This design comes from an exercise in tuning for small area and a short achievable clock period on the open sky130 flow, not from production work. The RTL was checked by simulation tests, not by an equivalence proof against the original design. Power and IR drop assume default switching activity.

==> run a: inputs <==
==> flow/design.v <==
package cam_pkg;
  localparam int C_DATA_WIDTH  = 512;
  localparam int LANE_WIDTH    = 32;
  localparam int LANES         = C_DATA_WIDTH / LANE_WIDTH;
  localparam int OP_CODE_WIDTH = 3;
  typedef enum logic [OP_CODE_WIDTH-1:0] {
    IDLE       = 3'd0,
    UPDATE_ALL = 3'd1,
    SEARCH     = 3'd2,
    UPDATE_ONE = 3'd3
  } op_code_e;
  localparam logic [LANE_WIDTH-1:0] ACK_CODE =
    32'd100;
  localparam logic [LANE_WIDTH-1:0] NO_MATCH_PAD =
    32'hFFFF_FFFF;
  typedef struct packed {
    logic [C_DATA_WIDTH-1:0] data;
    logic                    last;
  } beat_t;
  localparam int BEAT_W = C_DATA_WIDTH + 1;
endpackage
module cam_sync_fifo #(
  parameter int WIDTH = 8,
  parameter int DEPTH = 8
) (
  input  logic             aclk,
  input  logic             areset,
  input  logic             push,
  input  logic [WIDTH-1:0] din,
  input  logic             pop,
  output logic [WIDTH-1:0] dout,
  output logic             full,
  output logic             empty
);
  localparam int AW = $clog2(DEPTH);
  logic [WIDTH-1:0] mem [DEPTH];
  logic [AW-1:0]    wr_ptr;
  logic [AW-1:0]    rd_ptr;
  logic [AW:0]      count;
  logic             do_push;
  logic             do_pop;
  always_comb begin
    empty   = (count == '0);
    full    = (count == (AW+1)'(DEPTH));
    do_pop  = pop && !empty;
    do_push = push && (!full || do_pop);
    dout    = empty ? '0 : mem[rd_ptr];
  end
  always_ff @(posedge aclk) begin
    if (do_push) mem[wr_ptr] <= din;
  end
  always_ff @(posedge aclk) begin
    if (areset) begin
      wr_ptr <= '0;
      rd_ptr <= '0;
      count  <= '0;
    end else begin
      if (do_push) wr_ptr <= wr_ptr + 1'b1;
      if (do_pop)  rd_ptr <= rd_ptr + 1'b1;
      count <= count + (AW+1)'(do_push)
                     - (AW+1)'(do_pop);
    end
  end
endmodule
import cam_pkg::*;
module cam_result_packer #(
  parameter int FIFO_DEPTH = 8
) (
  input  logic                     aclk,
  input  logic                     areset,
  input  logic [OP_CODE_WIDTH-1:0] state,
  input  logic                     s_tvalid,
  input  logic [C_DATA_WIDTH-1:0]  s_tdata,
  input  logic                     flush,
  output logic                     m_tvalid,
  input  logic                     m_tready,
  output logic [C_DATA_WIDTH-1:0]  m_tdata,
  output logic                     m_tlast,
  output logic                     overflow,
  output logic [31:0]              result_count
);
  localparam int PTR_W = $clog2(LANES);
  localparam int NSLOT = FIFO_DEPTH;
  localparam int AW    = $clog2(FIFO_DEPTH);
  localparam int DW    = PTR_W + 2;    
  logic [LANES-1:0][NSLOT-1:0][LANE_WIDTH-1:0] slot_q;
  logic [NSLOT-1:0] wr_oh;       
  logic [NSLOT-1:0] rd_oh;       
  logic [PTR_W-1:0] lane_ptr;    
  localparam int QD = FIFO_DEPTH - 1;
  logic [QD-1:0][DW-1:0] desc_q;
  logic [AW-1:0]    wcount;
  logic             full_q;
  logic             ack_pending;
  logic             search;
  logic             ack;
  logic             close;
  logic             full_beat;
  logic             beat_push;
  logic             ack_push;
  logic             push;
  logic             pop;
  logic             do_push;
  logic             take;        
  logic             direct;      
  logic             to_wait;     
  logic             hold;
  logic             dbeat;
  logic [DW-1:0]    push_desc;
  logic [DW-1:0]    wdesc;
  logic             w_ack;
  logic [LANES-1:0] w_lv;
  logic [LANES-1:0] w_pad;
  logic [LANES-1:0][NSLOT-1:0] hs;
  logic [LANES-1:0] hin;
  logic [LANES-1:0] hpad;
  logic             hack;
  logic [C_DATA_WIDTH-1:0] tdata_d;
  logic             tlast_d;
  logic             wcount_nz;
  logic [AW-1:0]    wcount_d;
  logic             valid_d;
  logic             unused_tdata;
  assign unused_tdata =
    ^s_tdata[C_DATA_WIDTH-1:LANE_WIDTH];
  always_comb begin
    search    = s_tvalid && (state == SEARCH);
    ack       = s_tvalid && (state == UPDATE_ALL);
    close     = flush || ack;
    full_beat = search && (lane_ptr == PTR_W'(LANES-1));
    beat_push = full_beat ||
                (close && (search || (lane_ptr != '0)));
    ack_push  = ack_pending && !beat_push;
    push      = beat_push || ack_push;
    pop       = m_tvalid && m_tready;
    do_push   = push && (!full_q || pop);
    wcount_nz = (wcount != '0);
    take      = pop && wcount_nz;
    direct    = do_push && !wcount_nz && (!m_tvalid || pop);
    to_wait   = do_push && !direct;
    hold      = !take && !direct;
    dbeat     = direct && beat_push;
    if (beat_push)
      push_desc = {1'b0, close,
                   search ? lane_ptr : lane_ptr - PTR_W'(1)};
    else
      push_desc = {1'b1, 1'b1, PTR_W'(0)};
    wdesc = desc_q[0];
    w_ack = wdesc[DW-1];
    for (int k = 0; k < LANES; k++) begin
      w_lv[k]  = !w_ack && (PTR_W'(k) <= wdesc[PTR_W-1:0]);
      w_pad[k] = !w_ack && (PTR_W'(k) >  wdesc[PTR_W-1:0]);
    end
    for (int k = 0; k < LANES; k++) begin
      for (int s = 0; s < NSLOT; s++)
        hs[k][s] = (take && rd_oh[s] && w_lv[k]) ||
                   (dbeat && wr_oh[s] && (PTR_W'(k) < lane_ptr));
      hin[k]  = dbeat && search && (lane_ptr == PTR_W'(k));
      hpad[k] = (take && w_pad[k]) ||
                (dbeat && ((PTR_W'(k) > lane_ptr) ||
                           ((PTR_W'(k) == lane_ptr) && !search)));
    end
    hack = (take && w_ack) || (direct && !beat_push);
    tlast_d = (take && wdesc[DW-2]) ||
              (direct && (!beat_push || close)) ||
              (hold && m_tlast);
    wcount_d = wcount + AW'(to_wait) - AW'(take);
    valid_d  = take || direct || (m_tvalid && !pop);
  end
  for (genvar k = 0; k < LANES; k++) begin : g_head
    cam_lane_mux #(
      .NSLOT (NSLOT),
      .W     (LANE_WIDTH),
      .ONES  ((k == 0) ? ACK_CODE : '0)
    ) u_mux (
      .hold  (hold),
      .cur   (m_tdata[k*LANE_WIDTH +: LANE_WIDTH]),
      .sel   (hs[k]),
      .slot  (slot_q[k]),
      .din_en(hin[k]),
      .din   (s_tdata[LANE_WIDTH-1:0]),
      .pad   (hpad[k]),
      .ones  (hack),
      .d     (tdata_d[k*LANE_WIDTH +: LANE_WIDTH])
    );
  end
  for (genvar s = 0; s < NSLOT; s++) begin : g_slot
    for (genvar k = 0; k < LANES; k++) begin : g_lane
      always_ff @(posedge aclk) begin
        if (wr_oh[s] && (lane_ptr == PTR_W'(k)))
          slot_q[k][s] <= s_tdata[LANE_WIDTH-1:0];
      end
    end
  end
  always_ff @(posedge aclk) begin
    for (int i = 0; i < QD; i++) begin
      if (to_wait && (wcount - AW'(take) == AW'(i)))
        desc_q[i] <= push_desc;
      else if (take)
        desc_q[i] <= (i == QD-1) ? desc_q[i] : desc_q[i+1];
    end
  end
  always_ff @(posedge aclk) begin
    m_tdata <= tdata_d;
    m_tlast <= tlast_d;
  end
  always_ff @(posedge aclk) begin
    if (areset) begin
      lane_ptr     <= '0;
      wr_oh        <= NSLOT'(1);
      rd_oh        <= NSLOT'(1);
      wcount       <= '0;
      full_q       <= 1'b0;
      m_tvalid     <= 1'b0;
      ack_pending  <= 1'b0;
      result_count <= '0;
      overflow     <= 1'b0;
    end else begin
      lane_ptr    <= (full_beat || close)
                     ? '0 : lane_ptr + PTR_W'(search);
      if (to_wait && beat_push)
        wr_oh <= {wr_oh[NSLOT-2:0], wr_oh[NSLOT-1]};
      if (take && !w_ack)
        rd_oh <= {rd_oh[NSLOT-2:0], rd_oh[NSLOT-1]};
      wcount      <= wcount_d;
      full_q      <= valid_d && (wcount_d == AW'(FIFO_DEPTH-1));
      m_tvalid    <= valid_d;
      ack_pending <= ack_pending ? beat_push : ack;
      result_count <= result_count + 32'(search);
      overflow    <= overflow || (push && full_q && !pop);
    end
  end
endmodule
module cam_lane_mux #(
  parameter int NSLOT = 8,
  parameter int W     = 32,
  parameter logic [W-1:0] ONES = '0
) (
  input  logic                     hold,
  input  logic [W-1:0]             cur,
  input  logic [NSLOT-1:0]         sel,
  input  logic [NSLOT-1:0][W-1:0]  slot,
  input  logic                     din_en,
  input  logic [W-1:0]             din,
  input  logic                     pad,
  input  logic                     ones,
  output logic [W-1:0]             d
);
  logic pad_ones;
  assign pad_ones = pad || ones;
  for (genvar b = 0; b < W; b++) begin : g_bit
    logic t0, t1, t2, t3;
    cam_aoi222 u_t0 (
      .a1(hold),   .a2(cur[b]),
      .b1(sel[0]), .b2(slot[0][b]),
      .c1(sel[1]), .c2(slot[1][b]),
      .y (t0)
    );
    cam_aoi222 u_t1 (
      .a1(sel[2]), .a2(slot[2][b]),
      .b1(sel[3]), .b2(slot[3][b]),
      .c1(sel[4]), .c2(slot[4][b]),
      .y (t1)
    );
    cam_aoi222 u_t2 (
      .a1(sel[5]), .a2(slot[5][b]),
      .b1(sel[6]), .b2(slot[6][b]),
      .c1(sel[7]), .c2(slot[7][b]),
      .y (t2)
    );
    cam_aoi21 u_t3 (
      .a1(din_en), .a2(din[b]),
      .b1(ONES[b] ? pad_ones : pad),
      .y (t3)
    );
    cam_nand4 u_d (
      .a(t0), .b(t1), .c(t2), .d(t3),
      .y(d[b])
    );
  end
endmodule
module cam_aoi222 (
  input  logic a1, a2, b1, b2, c1, c2,
  output logic y
);
  assign y = !((a1 && a2) || (b1 && b2) || (c1 && c2));
endmodule
module cam_aoi21 (
  input  logic a1, a2, b1,
  output logic y
);
  assign y = !((a1 && a2) || b1);
endmodule
module cam_nand4 (
  input  logic a, b, c, d,
  output logic y
);
  assign y = !(a && b && c && d);
endmodule
==> flow/flow/run.sh <==
#!/bin/bash
# Standard ORFS steps with three changes: ports get buf_2 buffers, the
# clock tree uses larger sink clusters without dummy loads, and timing
# repair aims for extra setup slack from CTS on, on the worst path only.
set -euo pipefail
W=$(pwd)
bash standard.sh synth > $W/synth.log 2>&1
bash standard.sh floorplan > $W/floorplan.log 2>&1
export BUFFER_PORTS_ARGS="-buffer_cell sky130_fd_sc_hd__buf_2"
bash standard.sh place > $W/place.log 2>&1
export SETUP_SLACK_MARGIN=4.1
export TNS_END_PERCENT=0
export CTS_ARGS="-sink_clustering_enable -repair_clock_nets -sink_clustering_size 26 -sink_clustering_max_diameter 70 -dont_use_dummy_load"
bash standard.sh cts > $W/cts.log 2>&1
bash standard.sh route > $W/route.log 2>&1
bash standard.sh finish > $W/finish.log 2>&1
==> flow/standard.sh <==
#!/bin/bash
# synth_recipe.tcl (not shown) runs the flow's synth.tcl, then flattens the netlist and writes it again
# the make line also repeats each setting of config.mk as NAME=value (left out here)
make -C /OpenROAD-flow-scripts/flow DESIGN_CONFIG=/design/flow/config.mk WORK_HOME=/design/flow/orfs CLKGATE_MAP_FILE= SYNTH_SCRIPT=/design/flow/synth_recipe.tcl "${@:-finish}"
==> flow/config.mk <==
export PLATFORM = sky130hd
export DESIGN_NAME = cam_result_packer
export DESIGN_NICKNAME = cam_result_packer
export VERILOG_FILES = /design/flow/design.v
export SDC_FILE = /design/flow/constraint.sdc
export NUM_CORES = 4
export LEC_CHECK = 0
export CAP_MARGIN = 20
export CORE_MARGIN = 2
export CORE_UTILIZATION = 40
export SLEW_MARGIN = 20
export SYNTH_HIERARCHICAL = 1
export SYNTH_MEMORY_MAX_BITS = 8192
==> flow/constraint.sdc <==
create_clock -name core_clock -period 7.0 [get_ports {aclk}]
set_input_delay 1.4000 -clock core_clock [delete_from_list [all_inputs] [get_ports {aclk}]]
set_output_delay 1.4000 -clock core_clock [all_outputs]
set_load 0.01 [all_outputs]
==> run b: changes against run a <==
--- a/flow/design.v
+++ b/flow/design.v
@@ -85,3 +85,3 @@
   localparam int DW    = PTR_W + 2;    
-  logic [LANES-1:0][NSLOT-1:0][LANE_WIDTH-1:0] slot_q;
+  logic [LANES-2:0][NSLOT-1:0][LANE_WIDTH-1:0] slot_q;
   logic [NSLOT-1:0] wr_oh;       
@@ -91,2 +91,5 @@
   logic [QD-1:0][DW-1:0] desc_q;
+  logic [QD-1:0][LANE_WIDTH-1:0] l15_q;
+  logic [QD-1:0]    l15w_oh;     
+  logic [QD-1:0]    l15r_oh;     
   logic [AW-1:0]    wcount;
@@ -113,3 +116,4 @@
   logic [LANES-1:0] w_pad;
-  logic [LANES-1:0][NSLOT-1:0] hs;
+  logic [LANES-2:0][NSLOT-1:0] hs;
+  logic [QD-1:0]    hs15;
   logic [LANES-1:0] hin;
@@ -153,6 +157,9 @@
     end
+    for (int j = 0; j < QD; j++)
+      hs15[j] = take && l15r_oh[j] && w_lv[LANES-1];
     for (int k = 0; k < LANES; k++) begin
-      for (int s = 0; s < NSLOT; s++)
-        hs[k][s] = (take && rd_oh[s] && w_lv[k]) ||
-                   (dbeat && wr_oh[s] && (PTR_W'(k) < lane_ptr));
+      if (k < LANES-1)
+        for (int s = 0; s < NSLOT; s++)
+          hs[k][s] = (take && rd_oh[s] && w_lv[k]) ||
+                     (dbeat && wr_oh[s] && (PTR_W'(k) < lane_ptr));
       hin[k]  = dbeat && search && (lane_ptr == PTR_W'(k));
@@ -169,3 +176,3 @@
   end
-  for (genvar k = 0; k < LANES; k++) begin : g_head
+  for (genvar k = 0; k < LANES-1; k++) begin : g_head
     cam_lane_mux #(
@@ -186,4 +193,17 @@
   end
+  cam_lane15_mux #(
+    .NSEL (QD),
+    .W    (LANE_WIDTH)
+  ) u_mux15 (
+    .hold  (hold),
+    .cur   (m_tdata[C_DATA_WIDTH-1 -: LANE_WIDTH]),
+    .sel   (hs15),
+    .slot  (l15_q),
+    .din_en(hin[LANES-1]),
+    .din   (s_tdata[LANE_WIDTH-1:0]),
+    .pad   (hpad[LANES-1]),
+    .d     (tdata_d[C_DATA_WIDTH-1 -: LANE_WIDTH])
+  );
   for (genvar s = 0; s < NSLOT; s++) begin : g_slot
-    for (genvar k = 0; k < LANES; k++) begin : g_lane
+    for (genvar k = 0; k < LANES-1; k++) begin : g_lane
       always_ff @(posedge aclk) begin
@@ -195,2 +215,7 @@
   always_ff @(posedge aclk) begin
+    for (int j = 0; j < QD; j++)
+      if (to_wait && full_beat && l15w_oh[j])
+        l15_q[j] <= s_tdata[LANE_WIDTH-1:0];
+  end
+  always_ff @(posedge aclk) begin
     for (int i = 0; i < QD; i++) begin
@@ -211,2 +236,4 @@
       rd_oh        <= NSLOT'(1);
+      l15w_oh      <= QD'(1);
+      l15r_oh      <= QD'(1);
       wcount       <= '0;
@@ -222,4 +249,8 @@
         wr_oh <= {wr_oh[NSLOT-2:0], wr_oh[NSLOT-1]};
-      if (take && !w_ack)
-        rd_oh <= {rd_oh[NSLOT-2:0], rd_oh[NSLOT-1]};
+      if (take && !w_ack) begin
+        rd_oh   <= {rd_oh[NSLOT-2:0], rd_oh[NSLOT-1]};
+        l15r_oh <= {l15r_oh[QD-2:0], l15r_oh[QD-1]};
+      end
+      if (to_wait && beat_push)
+        l15w_oh <= {l15w_oh[QD-2:0], l15w_oh[QD-1]};
       wcount      <= wcount_d;
@@ -299 +330,42 @@
 endmodule
+module cam_lane15_mux #(
+  parameter int NSEL = 7,
+  parameter int W    = 32
+) (
+  input  logic                     hold,
+  input  logic [W-1:0]             cur,
+  input  logic [NSEL-1:0]          sel,
+  input  logic [NSEL-1:0][W-1:0]   slot,
+  input  logic                     din_en,
+  input  logic [W-1:0]             din,
+  input  logic                     pad,
+  output logic [W-1:0]             d
+);
+  logic pad_n;
+  assign pad_n = !pad;
+  for (genvar b = 0; b < W; b++) begin : g_bit
+    logic t0, t1, t2;
+    cam_aoi222 u_t0 (
+      .a1(hold),   .a2(cur[b]),
+      .b1(sel[0]), .b2(slot[0][b]),
+      .c1(sel[1]), .c2(slot[1][b]),
+      .y (t0)
+    );
+    cam_aoi222 u_t1 (
+      .a1(sel[2]), .a2(slot[2][b]),
+      .b1(sel[3]), .b2(slot[3][b]),
+      .c1(sel[4]), .c2(slot[4][b]),
+      .y (t1)
+    );
+    cam_aoi222 u_t2 (
+      .a1(sel[5]), .a2(slot[5][b]),
+      .b1(sel[6]), .b2(slot[6][b]),
+      .c1(din_en), .c2(din[b]),
+      .y (t2)
+    );
+    cam_nand4 u_d (
+      .a(t0), .b(t1), .c(t2), .d(pad_n),
+      .y(d[b])
+    );
+  end
+endmodule
--- a/flow/flow/run.sh
+++ b/flow/flow/run.sh
@@ -1,5 +1,6 @@
 #!/bin/bash
-# Standard ORFS steps with three changes: ports get buf_2 buffers, the
-# clock tree uses larger sink clusters without dummy loads, and timing
-# repair aims for extra setup slack from CTS on, on the worst path only.
+# Standard ORFS steps with these changes: ports get buf_2 buffers, the
+# clock tree uses larger sink clusters without dummy loads, timing repair
+# aims for extra setup slack from CTS on (worst path only), and antenna
+# repair runs again with a margin after global and detailed routing.
 set -euo pipefail
@@ -14,2 +15,4 @@
 bash standard.sh cts > $W/cts.log 2>&1
+export POST_GLOBAL_ROUTE_TCL=$W/flow/antenna_grt.tcl
+export POST_DETAIL_ROUTE_TCL=$W/flow/antenna_drt.tcl
 bash standard.sh route > $W/route.log 2>&1
==> flow/flow/antenna_drt.tcl (new file) <==
# If antenna violations remain after ORFS's own repair loop, repair again
# with a growing margin on the antenna ratios and re-run detailed routing.
if { [catch {
  set extra_iters 0
  while { [check_antennas] && $extra_iters < 4 } {
    repair_antennas -ratio_margin [expr { 20 * ($extra_iters + 1) }]
    detailed_route {*}$::all_args
    incr extra_iters
  }
} err] } {
  puts "antenna_drt.tcl: $err"
}
==> flow/flow/antenna_grt.tcl (new file) <==
# Second antenna repair after global routing, with a margin on the
# antenna ratios, so that nets near the limit get a diode before
# detailed routing.
if { [catch {
  repair_antennas -iterations 5 -ratio_margin 20
  check_placement -verbose
  check_antennas
} err] } {
  puts "antenna_grt.tcl: $err"
}
==> summary of the runs <==
Against run a, the utilization of run b is higher by 0.29 points. In run a the sequential share of layout area is higher than in run b, by 0.54 points. Combinational power: run a is higher than run b (5.5%). In synthesized cell count, run a and run b hardly differ. Hold slack: run a is worse than run b (0.028 ns). Between run a and run b, the lower setup slack is in run b (gap 0.078 ns). In global-route usage, run a and run b hardly differ. Against run a, the cell area of run b is larger by about 0.4%. Sequential cell count: run a is higher than run b (18). Run a finished but fails on antenna violations. Run b went through all stages and came out clean. Against run a, the non-clock buffer count of run b is higher by 122.
==> figures <==
item                                                                                      run a                 run b
Destination of the critical timing path                                    m_tdata[150]$_DFF_P_  m_tdata[255]$_DFF_P_
Detail Route met3 WL                                                                   51400 um              55400 um
Number of placed cells counting well taps                                                 14300                 14300
Cell Area, Synth                                                                     164000 um2            163000 um2
Antenna diode count                                                                          24                    42
Simple-gate portion of the synthesized area                                               3.26%                 3.35%
F_max                                                                                   314 MHz               306 MHz
Power attributed to sequential cells                                                    32.1 mW               32.2 mW
Effective utilization at floorplan                                                        40.2%                 40.1%
Vias in the first global route                                                            92500                 92500
Worst path slowest cell                                                                 o22ai_2              a222oi_1
Post-layout instance area                                                            187000 um2            187000 um2
Parity-gate share of the synthesized area counting xor and xnor cells                    0.187%                0.178%
Clock-cell share of area                                                                  3.53%                 3.27%
Number of inverters outside the clock class in the layout                                    14                    15
Via count                                                                                 95000                 96100
Fraction of area in registers                                                             72.8%                 72.3%
Worst hold margin                                                                      0.366 ns              0.393 ns
H-tree depth reported by CTS                                                                  5                     4
Met1 Wirelength                                                                       194000 um             201000 um
Compound-Gate Fraction of Synth Area                                                      13.0%                 12.9%
Status                                                                 finished with violations        finished clean
Violated checks                                                              antenna violations                     -

-- what the ideal ports hide --
In the flow no input, the clock included, has a driving cell. The finished layouts below were timed again as built, in two steps. Step 1 assumes that a clkbuf_16 drives the clock port and a buf_2 every other input. Step 2 moves the port delays by t, midway between the first and last clock arrival at a register: inputs arrive t later, outputs are due t later. That takes back most of the time a late clock gives input paths. Three values: ideal ports, drivers, drivers and shift; two values: the first two.
| run | shift t [ns] | slack for setup (ns) | cell pins on the clock port's net |
|---|---|---|---|
| run a | 1.020 | 3.815 / 3.766 / 2.746 | 1 |
| run b | 1.081 | 3.736 / 3.798 / 2.742 | 1 |
The setup slack of run a, which loses most, moves by -0.049 ns with the drivers and by -1.069 ns with both steps.
